From an optimization exercise on the open Yosys and OpenROAD flow, aimed at small area, a short achievable clock period and few clock cycles; shortcuts taken in it are not production practice.
Where RTL was checked, it was by simulation tests only, not by an equivalence proof against the original.
Power figures rest on the tool's default switching activity, not on a simulated workload.

==> inputs of exp/delta <==
==> flow/design.v <==
package prvs_pkg;
  localparam int SLOTS        = 16;
  localparam int SLOT_W       = 4;
  localparam int AGE_W        = 32;
  localparam int ONES_W       = 6;
  localparam int CMD_W        = 3;
  localparam int POLICY_W     = 2;
  localparam int IN_TDATA_W   = 40;
  localparam int OUT_TDATA_W  = 8;
  localparam logic [CMD_W-1:0] CMD_INSTALL = 3'd0;
  localparam logic [CMD_W-1:0] CMD_REMOVE  = 3'd1;
  localparam logic [CMD_W-1:0] CMD_AGE     = 3'd2;
  localparam logic [CMD_W-1:0] CMD_MARK    = 3'd3;
  localparam logic [CMD_W-1:0] CMD_SELECT  = 3'd4;
  localparam logic [POLICY_W-1:0] POL_AGE  = 2'd0;
  localparam logic [POLICY_W-1:0] POL_ONES = 2'd1;
  localparam logic [POLICY_W-1:0] POL_FIFO = 2'd2;
endpackage
import prvs_pkg::*;
module prvs_ctrl (
  input  logic       clk,
  input  logic       rst_n,
  input  logic       in_tvalid,
  input  logic [2:0] in_tuser,
  output logic       in_tready,
  input  logic       res_v,       
  input  logic [4:0] res_d,       
  output logic       out_tvalid,
  input  logic       out_tready,
  output logic [4:0] out_d
);
  localparam int QD = 4;          
  logic [2:0] cnt_r;              
  logic       rdy_r;
  logic       ov_r;
  logic [4:0] od_r;
  logic [4:0] q_r [QD];
  logic [1:0] wp_r, rp_r;
  logic [2:0] qn_r;
  logic take, out_free, qempty, push, pop, acc_sel;
  assign take     = ov_r && out_tready;
  assign out_free = !ov_r || out_tready;
  assign qempty   = (qn_r == 3'd0);
  assign pop      = out_free && !qempty;
  assign push     = res_v && !(out_free && qempty);
  assign acc_sel  = in_tvalid && rdy_r && (in_tuser == CMD_SELECT);
  logic [2:0] cnt_up, cnt_dn, qn_free, qn_held;
  assign cnt_up  = cnt_r + 3'd1;
  assign cnt_dn  = cnt_r - 3'd1;
  assign qn_held = qn_r + 3'(res_v);
  assign qn_free = qempty ? 3'd0 : qn_r - 3'd1 + 3'(res_v);
  always_ff @(posedge clk) begin
    if (!rst_n) begin
      cnt_r <= '0;
      rdy_r <= 1'b1;
      ov_r  <= 1'b0;
      wp_r  <= '0;
      rp_r  <= '0;
      qn_r  <= '0;
    end else begin
      case ({acc_sel, take})
        2'b10:   cnt_r <= cnt_up;
        2'b01:   cnt_r <= cnt_dn;
        default: cnt_r <= cnt_r;
      endcase
      rdy_r <= (cnt_r <= 3'(QD - 1));
      if (out_free) ov_r <= !qempty || res_v;
      if (push) wp_r <= wp_r + 1'b1;
      if (pop)  rp_r <= rp_r + 1'b1;
      qn_r <= out_free ? qn_free : qn_held;
    end
  end
  always_ff @(posedge clk) begin
    if (out_free) od_r <= qempty ? res_d : q_r[rp_r];
    if (push) q_r[wp_r] <= res_d;
  end
  assign in_tready  = rdy_r;
  assign out_tvalid = ov_r;
  assign out_d      = od_r;
endmodule
import prvs_pkg::*;
module prvs_datapath (
  input  logic              clk,
  input  logic              rst_n,
  input  logic              b_inst,      
  input  logic              b_rem,
  input  logic              b_wr,        
  input  logic              b_mark,
  input  logic              b_sel,
  input  logic              b_ones,      
  input  logic              b_fifo,      
  input  logic              a_fifo,      
  input  logic [SLOT_W-1:0] b_slot,
  input  logic [AGE_W-1:0]  b_key,       
  input  logic [ONES_W-1:0] b_pc,        
  output logic              res_v,
  output logic [4:0]        res_d
);
  logic [AGE_W-1:0]  age_r  [SLOTS];
  logic [ONES_W-1:0] ones_r [SLOTS];
  logic [SLOTS-1:0]  present_r;
  logic [SLOTS-1:0]  acc_r;
  logic [SLOTS-1:0] slot_oh;
  logic [SLOTS-1:0] wr_oh, inst_oh, rem_oh, mark_oh;
  always_comb begin
    slot_oh = '0;
    slot_oh[b_slot] = 1'b1;
  end
  assign wr_oh   = b_wr   ? slot_oh : '0;
  assign inst_oh = b_inst ? slot_oh : '0;
  assign rem_oh  = b_rem  ? slot_oh : '0;
  assign mark_oh = b_mark ? slot_oh : '0;
  function automatic logic [1:0] gp_tree32(input logic [AGE_W-1:0] g, input logic [AGE_W-1:0] p);
    logic [AGE_W-1:0] gg, pp;
    gg = g;
    pp = p;
    for (int w = 1; w < AGE_W; w = w * 2) begin
      for (int i = 0; i < AGE_W; i = i + 2 * w) begin
        gg[i] = gg[i + w] | (pp[i + w] & gg[i]);
        pp[i] = pp[i + w] & pp[i];
      end
    end
    gp_tree32 = {gg[0], pp[0]};
  endfunction
  function automatic logic [1:0] gp_tree6(input logic [ONES_W-1:0] g, input logic [ONES_W-1:0] p);
    logic gh, ph, gl, pl, gm, pm;
    gl = g[1] | (p[1] & g[0]);
    pl = p[1] & p[0];
    gm = g[3] | (p[3] & g[2]);
    pm = p[3] & p[2];
    gh = g[5] | (p[5] & g[4]);
    ph = p[5] & p[4];
    gm = gm | (pm & gl);
    pm = pm & pl;
    gp_tree6 = {gh | (ph & gm), ph & pm};
  endfunction
  logic [SLOTS-1:0] cin, c0, c1;
  for (genvar j = 0; j < SLOTS; j++) begin : g_cmp
    logic [1:0] ta, to;
    assign cin[j] = (b_slot < SLOT_W'(j));
    assign ta = gp_tree32(~b_key & age_r[j], ~b_key | age_r[j]);
    assign to = gp_tree6(~b_pc & ones_r[j], ~b_pc | ones_r[j]);
    assign c0[j] = ta[1] | (ta[0] & cin[j]);
    assign c1[j] = to[1] | (to[0] & c0[j]);
  end
  logic [SLOTS-1:0] q0, q1;
  for (genvar j = 0; j < SLOTS; j++) begin : g_q
    assign q0[j] = slot_oh[j] | (cin[j] ? c0[j] : !c0[j]);
    assign q1[j] = slot_oh[j] | (cin[j] ? c1[j] : !c1[j]);
  end
  for (genvar s = 0; s < SLOTS; s++) begin : g_tab
    always_ff @(posedge clk) begin
      if (wr_oh[s]) begin
        age_r[s]  <= b_key;
        ones_r[s] <= b_pc;
      end
    end
  end
  wire [SLOTS-1:0] p0 [SLOTS];        
  wire [SLOTS-1:0] p1 [SLOTS];        
  wire [SLOTS-1:0] pf [SLOTS];        
  logic [SLOTS-1:0] mv;               
  for (genvar i = 0; i < SLOTS; i++) begin : g_row
    for (genvar j = 0; j < SLOTS; j++) begin : g_col
      if (i < j) begin : g_pair
        logic o0_r, o1_r, of_r;
        always_ff @(posedge clk) begin
          if (wr_oh[i] || wr_oh[j]) begin
            o0_r <= q0[i] & q0[j];
            o1_r <= q1[i] & q1[j];
          end
          if (inst_oh[i])          of_r <= 1'b0;
          else if (inst_oh[j])     of_r <= 1'b1;
          else if (mv[i] != mv[j]) of_r <= mv[j];
        end
        assign p0[i][j] = o0_r;
        assign p1[i][j] = o1_r;
        assign pf[i][j] = of_r;
      end else if (i > j) begin : g_mirror
        assign p0[i][j] = !p0[j][i];
        assign p1[i][j] = !p1[j][i];
        assign pf[i][j] = !pf[j][i];
      end else begin : g_diag
        assign p0[i][j] = 1'b1;
        assign p1[i][j] = 1'b1;
        assign pf[i][j] = 1'b1;
      end
    end
  end
  logic [SLOTS-1:0] cand, mask, win, red;
  logic             any_cand_r, any_cand_nx, fa_r, fifo_sel;
  assign cand     = present_r & ~acc_r;
  assign mask     = present_r & ~({SLOTS{fa_r}} & acc_r);
  assign fifo_sel = b_sel && b_fifo;
  for (genvar i = 0; i < SLOTS; i++) begin : g_red
    logic [SLOTS-1:0] beats;
    for (genvar j = 0; j < SLOTS; j++) begin : g_b
      assign beats[j] = b_fifo ? pf[i][j] : b_ones ? p1[i][j] : p0[i][j];
    end
    assign red[i] = &(~mask | beats);
    assign win[i] = mask[i] & red[i];
    assign mv[i]  = fifo_sel & present_r[i] & acc_r[i] & (!any_cand_r | red[i]);
  end
  always_comb begin
    if (b_inst)                any_cand_nx = 1'b1;
    else if (b_rem || b_mark)  any_cand_nx = |(cand & ~slot_oh);
    else if (fifo_sel)         any_cand_nx = |present_r;
    else                       any_cand_nx = any_cand_r;
  end
  always_ff @(posedge clk) begin
    if (!rst_n) begin
      present_r  <= '0;
      acc_r      <= '0;
      any_cand_r <= 1'b0;
      fa_r       <= 1'b0;
    end else begin
      any_cand_r <= any_cand_nx;
      fa_r       <= any_cand_nx && a_fifo;
      present_r <= (present_r | inst_oh) & ~rem_oh;
      acc_r     <= (acc_r | mark_oh) & ~inst_oh & ~rem_oh & ~mv;
    end
  end
  logic [SLOT_W-1:0] win_idx;
  always_comb begin
    win_idx = '0;
    for (int k = 0; k < SLOTS; k++) begin
      if (win[k]) win_idx = win_idx | SLOT_W'(k);
    end
  end
  assign res_v = b_sel;
  assign res_d = {|present_r, win_idx};
endmodule
import prvs_pkg::*;
module page_replacement_victim_select_top (
  input  logic                   clk,
  input  logic                   rst_n,
  input  logic                   cfg_we,
  input  logic [POLICY_W-1:0]    cfg_wdata,
  input  logic                   in_tvalid,
  output logic                   in_tready,
  input  logic [IN_TDATA_W-1:0]  in_tdata,    
  input  logic [CMD_W-1:0]       in_tuser,    
  output logic                   out_tvalid,
  input  logic                   out_tready,
  output logic [OUT_TDATA_W-1:0] out_tdata,   
  output logic                   out_tuser    
);
  logic [POLICY_W-1:0] policy_r;
  always_ff @(posedge clk) begin
    if (!rst_n) begin
      policy_r <= POL_AGE;
    end else if (cfg_we) begin
      policy_r <= cfg_wdata;
    end
  end
  logic              a_v;
  logic [CMD_W-1:0]  a_cmd;
  logic [SLOT_W-1:0] a_slot;
  logic [AGE_W-1:0]  a_age;
  logic              a_ones, a_fifo;
  always_ff @(posedge clk) begin
    a_v    <= rst_n && in_tvalid && in_tready;
    a_cmd  <= in_tuser;
    a_slot <= in_tdata[SLOT_W-1:0];
    a_age  <= in_tdata[SLOT_W +: AGE_W];
    a_ones <= (policy_r == POL_ONES);
    a_fifo <= (policy_r == POL_FIFO);
  end
  function automatic logic [ONES_W-1:0] count_ones(input logic [AGE_W-1:0] v);
    logic [ONES_W-1:0] sum;
    sum = '0;
    for (int i = 0; i < AGE_W; i++) begin
      sum = sum + ONES_W'(v[i]);
    end
    count_ones = sum;
  endfunction
  logic              a_inst;
  logic [AGE_W-1:0]  a_key;
  logic [ONES_W-1:0] a_pc;
  assign a_inst = (a_cmd == CMD_INSTALL);
  assign a_key  = a_inst ? {AGE_W{a_ones}} : a_age;
  assign a_pc   = a_inst ? (a_ones ? ONES_W'(AGE_W) : '0) : count_ones(a_age);
  logic              b_inst, b_rem, b_wr, b_mark, b_sel, b_ones, b_fifo;
  logic [SLOT_W-1:0] b_slot;
  logic [AGE_W-1:0]  b_key;
  logic [ONES_W-1:0] b_pc;
  always_ff @(posedge clk) begin
    b_inst <= rst_n && a_v && (a_cmd == CMD_INSTALL);
    b_rem  <= rst_n && a_v && (a_cmd == CMD_REMOVE);
    b_wr   <= rst_n && a_v && ((a_cmd == CMD_INSTALL) || (a_cmd == CMD_AGE));
    b_mark <= rst_n && a_v && (a_cmd == CMD_MARK);
    b_sel  <= rst_n && a_v && (a_cmd == CMD_SELECT);
    b_ones <= a_ones;
    b_fifo <= a_fifo;
    b_slot <= a_slot;
    b_key  <= a_key;
    b_pc   <= a_pc;
  end
  logic       res_v;
  logic [4:0] res_d;
  logic [4:0] out_d;
  prvs_datapath u_datapath (
    .clk    (clk),
    .rst_n  (rst_n),
    .b_inst (b_inst),
    .b_rem  (b_rem),
    .b_wr   (b_wr),
    .b_mark (b_mark),
    .b_sel  (b_sel),
    .b_ones (b_ones),
    .b_fifo (b_fifo),
    .a_fifo (a_fifo),
    .b_slot (b_slot),
    .b_key  (b_key),
    .b_pc   (b_pc),
    .res_v  (res_v),
    .res_d  (res_d)
  );
  prvs_ctrl u_ctrl (
    .clk        (clk),
    .rst_n      (rst_n),
    .in_tvalid  (in_tvalid),
    .in_tuser   (in_tuser),
    .in_tready  (in_tready),
    .res_v      (res_v),
    .res_d      (res_d),
    .out_tvalid (out_tvalid),
    .out_tready (out_tready),
    .out_d      (out_d)
  );
  assign out_tdata = OUT_TDATA_W'(out_d[3:0]);
  assign out_tuser = out_d[4];
endmodule
==> flow/flow/run.sh <==
#!/bin/bash
# Layout flow: the standard layout (standard.sh, unchanged synthesis and
# steps), with the timing repair steps asked to close to a tighter internal
# target than the 10 ns clock so the achieved period is short. The clock,
# SDC and every other setting are the design's.
set -euo pipefail
export SETUP_SLACK_MARGIN=6.6
bash standard.sh > standard.log 2>&1
==> flow/standard.sh <==
#!/bin/bash
# synth_recipe.tcl (not shown) runs the flow's synth.tcl, then flattens the netlist and writes it again
# the make line also repeats each setting of config.mk as NAME=value (left out here)
make -C /OpenROAD-flow-scripts/flow DESIGN_CONFIG=/design/flow/config.mk WORK_HOME=/design/flow/orfs CLKGATE_MAP_FILE= SYNTH_SCRIPT=/design/flow/synth_recipe.tcl "${@:-finish}"
==> flow/config.mk <==
export PLATFORM = sky130hd
export DESIGN_NAME = page_replacement_victim_select_top
export DESIGN_NICKNAME = page_replacement_victim_select_top
export VERILOG_FILES = /design/flow/design.v
export SDC_FILE = /design/flow/constraint.sdc
export NUM_CORES = 4
export LEC_CHECK = 0
export ABC_CLOCK_PERIOD_IN_PS = 3500
export CAP_MARGIN = 20
export CORE_MARGIN = 2
export CORE_UTILIZATION = 40
export SLEW_MARGIN = 20
==> flow/constraint.sdc <==
create_clock -name core_clock -period 10.0 [get_ports {clk}]
set_input_delay 2.0000 -clock core_clock [delete_from_list [all_inputs] [get_ports {clk}]]
set_output_delay 2.0000 -clock core_clock [all_outputs]
set_load 0.01 [all_outputs]
==> exp/quartz: changes against exp/delta <==
--- a/flow/design.v
+++ b/flow/design.v
@@ -25,4 +25,4 @@
   output logic       in_tready,
-  input  logic       res_v,       
-  input  logic [4:0] res_d,       
+  input  logic       res_v_in,    
+  input  logic [4:0] res_d_in,    
   output logic       out_tvalid,
@@ -40,2 +40,8 @@
   logic take, out_free, qempty, push, pop, acc_sel;
+  logic       res_v;
+  logic [4:0] res_d;
+  always_ff @(posedge clk) begin
+    res_v <= rst_n && res_v_in;
+    res_d <= res_d_in;
+  end
   assign take     = ov_r && out_tready;
@@ -61,7 +67,14 @@
       case ({acc_sel, take})
-        2'b10:   cnt_r <= cnt_up;
-        2'b01:   cnt_r <= cnt_dn;
-        default: cnt_r <= cnt_r;
+        2'b10: begin
+          cnt_r <= cnt_up;
+          rdy_r <= (cnt_r <= 3'(QD - 1));
+        end
+        2'b01: begin
+          cnt_r <= cnt_dn;
+          rdy_r <= 1'b1;
+        end
+        default: begin
+          rdy_r <= (cnt_r <= 3'(QD));
+        end
       endcase
-      rdy_r <= (cnt_r <= 3'(QD - 1));
       if (out_free) ov_r <= !qempty || res_v;
@@ -86,3 +99,4 @@
   input  logic              b_rem,
-  input  logic              b_wr,        
+  input  logic [SLOTS-1:0]  b_wr_oh,     
+  input  logic [SLOTS-1:0]  b_above,     
   input  logic              b_mark,
@@ -108,3 +122,3 @@
   end
-  assign wr_oh   = b_wr   ? slot_oh : '0;
+  assign wr_oh   = b_wr_oh;
   assign inst_oh = b_inst ? slot_oh : '0;
@@ -139,3 +153,3 @@
     logic [1:0] ta, to;
-    assign cin[j] = (b_slot < SLOT_W'(j));
+    assign cin[j] = b_above[j];
     assign ta = gp_tree32(~b_key & age_r[j], ~b_key | age_r[j]);
@@ -255,2 +269,12 @@
   end
+  function automatic logic [3:0] count_ones8(input logic [7:0] v);
+    logic sa, ca, sb, cb, sc, cc, s0, cd, ts, tc, s1, tc2;
+    {ca, sa} = 2'(v[0]) + 2'(v[1]) + 2'(v[2]);
+    {cb, sb} = 2'(v[3]) + 2'(v[4]) + 2'(v[5]);
+    {cc, sc} = 2'(v[6]) + 2'(v[7]);
+    {cd, s0} = 2'(sa) + 2'(sb) + 2'(sc);
+    {tc, ts} = 2'(ca) + 2'(cb) + 2'(cc);
+    {tc2, s1} = 2'(ts) + 2'(cd);
+    count_ones8 = {tc & tc2, tc ^ tc2, s1, s0};
+  endfunction
   logic              a_v;
@@ -259,2 +283,3 @@
   logic [AGE_W-1:0]  a_age;
+  logic [15:0]       a_pc8;
   logic              a_ones, a_fifo;
@@ -265,2 +290,5 @@
     a_age  <= in_tdata[SLOT_W +: AGE_W];
+    for (int k = 0; k < 4; k++) begin
+      a_pc8[4*k +: 4] <= count_ones8(in_tdata[SLOT_W + 8*k +: 8]);
+    end
     a_ones <= (policy_r == POL_ONES);
@@ -268,10 +296,2 @@
   end
-  function automatic logic [ONES_W-1:0] count_ones(input logic [AGE_W-1:0] v);
-    logic [ONES_W-1:0] sum;
-    sum = '0;
-    for (int i = 0; i < AGE_W; i++) begin
-      sum = sum + ONES_W'(v[i]);
-    end
-    count_ones = sum;
-  endfunction
   logic              a_inst;
@@ -281,5 +301,8 @@
   assign a_key  = a_inst ? {AGE_W{a_ones}} : a_age;
-  assign a_pc   = a_inst ? (a_ones ? ONES_W'(AGE_W) : '0) : count_ones(a_age);
-  logic              b_inst, b_rem, b_wr, b_mark, b_sel, b_ones, b_fifo;
+  assign a_pc   = a_inst ? (a_ones ? ONES_W'(AGE_W) : '0) :
+                  ONES_W'(a_pc8[3:0]) + ONES_W'(a_pc8[7:4]) + ONES_W'(a_pc8[11:8]) + ONES_W'(a_pc8[15:12]);
+  logic              b_inst, b_rem, b_mark, b_sel, b_ones, b_fifo;
   logic [SLOT_W-1:0] b_slot;
+  logic [SLOTS-1:0]  b_wr_oh;    
+  logic [SLOTS-1:0]  b_above;    
   logic [AGE_W-1:0]  b_key;
@@ -289,3 +312,6 @@
     b_rem  <= rst_n && a_v && (a_cmd == CMD_REMOVE);
-    b_wr   <= rst_n && a_v && ((a_cmd == CMD_INSTALL) || (a_cmd == CMD_AGE));
+    for (int k = 0; k < SLOTS; k++) begin
+      b_above[k] <= (a_slot < SLOT_W'(k));
+      b_wr_oh[k] <= rst_n && a_v && ((a_cmd == CMD_INSTALL) || (a_cmd == CMD_AGE)) && (a_slot == SLOT_W'(k));
+    end
     b_mark <= rst_n && a_v && (a_cmd == CMD_MARK);
@@ -306,3 +332,4 @@
     .b_rem  (b_rem),
-    .b_wr   (b_wr),
+    .b_wr_oh (b_wr_oh),
+    .b_above (b_above),
     .b_mark (b_mark),
@@ -324,4 +351,4 @@
     .in_tready  (in_tready),
-    .res_v      (res_v),
-    .res_d      (res_d),
+    .res_v_in   (res_v),
+    .res_d_in   (res_d),
     .out_tvalid (out_tvalid),
==> flow/flow/run.sh (replaced) <==
#!/bin/bash
# Layout flow: the standard layout (standard.sh: unchanged synthesis and
# steps) with two changes to how the layout is optimised, not to what is
# measured: the port buffers are buf_4 cells instead of the delay buffer that
# buffer_ports picks by default, and the timing repair steps aim at a tighter
# internal target than the 10 ns clock so that the achieved period is short.
# The clock, the SDC and every other setting are the design's.
set -euo pipefail
export BUFFER_PORTS_ARGS="-buffer_cell sky130_fd_sc_hd__buf_4"
export SETUP_SLACK_MARGIN=6.3
bash standard.sh > standard.log 2>&1
Settings changed: ABC_CLOCK_PERIOD_IN_PS 3500 to unset, CORE_UTILIZATION 40 to 55, TNS_END_PERCENT set to 10.
==> exp/garnet: changes against exp/delta <==
--- a/flow/design.v
+++ b/flow/design.v
@@ -46,7 +46,2 @@
   assign acc_sel  = in_tvalid && rdy_r && (in_tuser == CMD_SELECT);
-  logic [2:0] cnt_up, cnt_dn, qn_free, qn_held;
-  assign cnt_up  = cnt_r + 3'd1;
-  assign cnt_dn  = cnt_r - 3'd1;
-  assign qn_held = qn_r + 3'(res_v);
-  assign qn_free = qempty ? 3'd0 : qn_r - 3'd1 + 3'(res_v);
   always_ff @(posedge clk) begin
@@ -60,7 +55,3 @@
     end else begin
-      case ({acc_sel, take})
-        2'b10:   cnt_r <= cnt_up;
-        2'b01:   cnt_r <= cnt_dn;
-        default: cnt_r <= cnt_r;
-      endcase
+      cnt_r <= cnt_r + 3'(acc_sel) - 3'(take);
       rdy_r <= (cnt_r <= 3'(QD - 1));
@@ -69,3 +60,3 @@
       if (pop)  rp_r <= rp_r + 1'b1;
-      qn_r <= out_free ? qn_free : qn_held;
+      qn_r <= qn_r + 3'(push) - 3'(pop);
     end
@@ -91,3 +82,2 @@
   input  logic              b_fifo,      
-  input  logic              a_fifo,      
   input  logic [SLOT_W-1:0] b_slot,
@@ -145,7 +135,2 @@
   end
-  logic [SLOTS-1:0] q0, q1;
-  for (genvar j = 0; j < SLOTS; j++) begin : g_q
-    assign q0[j] = slot_oh[j] | (cin[j] ? c0[j] : !c0[j]);
-    assign q1[j] = slot_oh[j] | (cin[j] ? c1[j] : !c1[j]);
-  end
   for (genvar s = 0; s < SLOTS; s++) begin : g_tab
@@ -167,6 +152,6 @@
         always_ff @(posedge clk) begin
-          if (wr_oh[i] || wr_oh[j]) begin
-            o0_r <= q0[i] & q0[j];
-            o1_r <= q1[i] & q1[j];
-          end
+          if (wr_oh[i])      o0_r <= c0[j];
+          else if (wr_oh[j]) o0_r <= !c0[i];
+          if (wr_oh[i])      o1_r <= c1[j];
+          else if (wr_oh[j]) o1_r <= !c1[i];
           if (inst_oh[i])          of_r <= 1'b0;
@@ -190,5 +175,5 @@
   logic [SLOTS-1:0] cand, mask, win, red;
-  logic             any_cand_r, any_cand_nx, fa_r, fifo_sel;
+  logic             any_cand_r, fifo_sel;
   assign cand     = present_r & ~acc_r;
-  assign mask     = present_r & ~({SLOTS{fa_r}} & acc_r);
+  assign mask     = present_r & ~({SLOTS{b_fifo && any_cand_r}} & acc_r);
   assign fifo_sel = b_sel && b_fifo;
@@ -203,8 +188,2 @@
   end
-  always_comb begin
-    if (b_inst)                any_cand_nx = 1'b1;
-    else if (b_rem || b_mark)  any_cand_nx = |(cand & ~slot_oh);
-    else if (fifo_sel)         any_cand_nx = |present_r;
-    else                       any_cand_nx = any_cand_r;
-  end
   always_ff @(posedge clk) begin
@@ -214,6 +193,6 @@
       any_cand_r <= 1'b0;
-      fa_r       <= 1'b0;
     end else begin
-      any_cand_r <= any_cand_nx;
-      fa_r       <= any_cand_nx && a_fifo;
+      if (b_inst)                any_cand_r <= 1'b1;
+      else if (b_rem || b_mark)  any_cand_r <= |(cand & ~slot_oh);
+      else if (fifo_sel)         any_cand_r <= |present_r;
       present_r <= (present_r | inst_oh) & ~rem_oh;
@@ -311,3 +290,2 @@
     .b_fifo (b_fifo),
-    .a_fifo (a_fifo),
     .b_slot (b_slot),
==> flow/run.sh (new file) <==
#!/bin/bash
# synth_recipe.tcl (not shown) runs the flow's synth.tcl, then flattens the netlist and writes it again
# the make line also repeats each setting of config.mk as NAME=value (left out here)
make -C /OpenROAD-flow-scripts/flow DESIGN_CONFIG=/design/flow/config.mk WORK_HOME=/design/flow/orfs CLKGATE_MAP_FILE= SYNTH_SCRIPT=/design/flow/synth_recipe.tcl finish
Settings changed: ABC_CLOCK_PERIOD_IN_PS 3500 to unset.
removed: flow/flow/run.sh
removed: flow/standard.sh
==> exp/willow: changes against exp/delta <==
--- a/flow/design.v
+++ b/flow/design.v
@@ -158,5 +158,3 @@
   end
-  wire [SLOTS-1:0] p0 [SLOTS];        
-  wire [SLOTS-1:0] p1 [SLOTS];        
-  wire [SLOTS-1:0] pf [SLOTS];        
+  wire [SLOTS-1:0] ps [SLOTS];
   logic [SLOTS-1:0] mv;               
@@ -175,13 +173,7 @@
         end
-        assign p0[i][j] = o0_r;
-        assign p1[i][j] = o1_r;
-        assign pf[i][j] = of_r;
+        assign ps[i][j] = b_fifo ? of_r : b_ones ? o1_r : o0_r;
       end else if (i > j) begin : g_mirror
-        assign p0[i][j] = !p0[j][i];
-        assign p1[i][j] = !p1[j][i];
-        assign pf[i][j] = !pf[j][i];
+        assign ps[i][j] = !ps[j][i];
       end else begin : g_diag
-        assign p0[i][j] = 1'b1;
-        assign p1[i][j] = 1'b1;
-        assign pf[i][j] = 1'b1;
+        assign ps[i][j] = 1'b1;
       end
@@ -195,7 +187,3 @@
   for (genvar i = 0; i < SLOTS; i++) begin : g_red
-    logic [SLOTS-1:0] beats;
-    for (genvar j = 0; j < SLOTS; j++) begin : g_b
-      assign beats[j] = b_fifo ? pf[i][j] : b_ones ? p1[i][j] : p0[i][j];
-    end
-    assign red[i] = &(~mask | beats);
+    assign red[i] = &(~mask | ps[i]);
     assign win[i] = mask[i] & red[i];
@@ -255,2 +243,12 @@
   end
+  function automatic logic [3:0] count_ones8(input logic [7:0] v);
+    logic sa, ca, sb, cb, sc, cc, s0, cd, ts, tc, s1, tc2;
+    {ca, sa} = 2'(v[0]) + 2'(v[1]) + 2'(v[2]);
+    {cb, sb} = 2'(v[3]) + 2'(v[4]) + 2'(v[5]);
+    {cc, sc} = 2'(v[6]) + 2'(v[7]);
+    {cd, s0} = 2'(sa) + 2'(sb) + 2'(sc);
+    {tc, ts} = 2'(ca) + 2'(cb) + 2'(cc);
+    {tc2, s1} = 2'(ts) + 2'(cd);
+    count_ones8 = {tc & tc2, tc ^ tc2, s1, s0};
+  endfunction
   logic              a_v;
@@ -259,2 +257,3 @@
   logic [AGE_W-1:0]  a_age;
+  logic [15:0]       a_pc8;
   logic              a_ones, a_fifo;
@@ -265,2 +264,5 @@
     a_age  <= in_tdata[SLOT_W +: AGE_W];
+    for (int k = 0; k < 4; k++) begin
+      a_pc8[4*k +: 4] <= count_ones8(in_tdata[SLOT_W + 8*k +: 8]);
+    end
     a_ones <= (policy_r == POL_ONES);
@@ -268,10 +270,2 @@
   end
-  function automatic logic [ONES_W-1:0] count_ones(input logic [AGE_W-1:0] v);
-    logic [ONES_W-1:0] sum;
-    sum = '0;
-    for (int i = 0; i < AGE_W; i++) begin
-      sum = sum + ONES_W'(v[i]);
-    end
-    count_ones = sum;
-  endfunction
   logic              a_inst;
@@ -281,3 +275,4 @@
   assign a_key  = a_inst ? {AGE_W{a_ones}} : a_age;
-  assign a_pc   = a_inst ? (a_ones ? ONES_W'(AGE_W) : '0) : count_ones(a_age);
+  assign a_pc   = a_inst ? (a_ones ? ONES_W'(AGE_W) : '0) :
+                  ONES_W'(a_pc8[3:0]) + ONES_W'(a_pc8[7:4]) + ONES_W'(a_pc8[11:8]) + ONES_W'(a_pc8[15:12]);
   logic              b_inst, b_rem, b_wr, b_mark, b_sel, b_ones, b_fifo;
==> flow/flow/run.sh (replaced) <==
#!/bin/bash
# Layout flow: the standard layout (standard.sh: unchanged synthesis and
# steps) with two changes to how the layout is optimised, not to what is
# measured: the port buffers are buf_4 cells instead of the delay buffer that
# buffer_ports picks by default, and the timing repair steps aim at a tighter
# internal target than the 10 ns clock so that the achieved period is short.
# The clock, the SDC and every other setting are the design's.
set -euo pipefail
export BUFFER_PORTS_ARGS="-buffer_cell sky130_fd_sc_hd__buf_4"
export SETUP_SLACK_MARGIN=6.3
bash standard.sh > standard.log 2>&1
Settings changed: ABC_CLOCK_PERIOD_IN_PS 3500 to unset, CORE_UTILIZATION 40 to 50, TNS_END_PERCENT set to 10.
==> summary of the runs <==
exp/willow finished clean. exp/quartz went through all stages and came out clean. exp/delta finished clean. exp/garnet produced a clean layout.
Between exp/quartz and exp/delta, the lower count of clock-buffer cells in the layout is in exp/delta (gap 19).
Of exp/delta and exp/willow, exp/delta has the higher combinational power (gap about 50%, measured against exp/willow).
Between exp/delta and exp/quartz, the lower sequential power is in exp/delta (gap 4.1%, measured against exp/quartz).
The lowest clock skew belongs to exp/quartz, the highest to exp/willow.
The lowest synthesized area belongs to exp/delta, the highest to exp/garnet.
Testbench counts of exp/willow, summed over its fixed seeds: cycles 12,052.
The RTL of exp/delta, exp/quartz and exp/garnet was laid out without a check of its function.

separate check: timing with driven ports:
In the flow no input, the clock included, has a driving cell. The finished layouts below were timed again as built, in two steps.
Step 1, drivers: a clkbuf_16 drives clk and a buf_2 each remaining input, both assumed.
Step 2 adds t to the input delays and takes it off the output delays; t is the mean of the earliest and latest rising clock arrival at the registers after step 1. Input paths then give back, and output paths get back, about the clock's delay inside the block.
a / b / c = ideal / step 1 / step 2; a / b = the first two.
run	shift t [ns]	setup slack, ns	clock arrival spread, ns
exp/delta	0.841	5.203 / 5.203 / 5.203	0.041 / 0.041
exp/quartz	0.815	6.168 / 6.168 / 5.968	0.029 / 0.029
exp/garnet	0.847	4.815 / 4.815 / 4.815	0.039 / 0.039
exp/willow	0.804	6.091 / 6.091 / 6.079	0.043 / 0.044
After both steps setup and hold are still met in every run listed. For exp/quartz, which loses most, drivers alone change the setup slack by 0.000 ns; drivers and shift together by -0.200 ns.
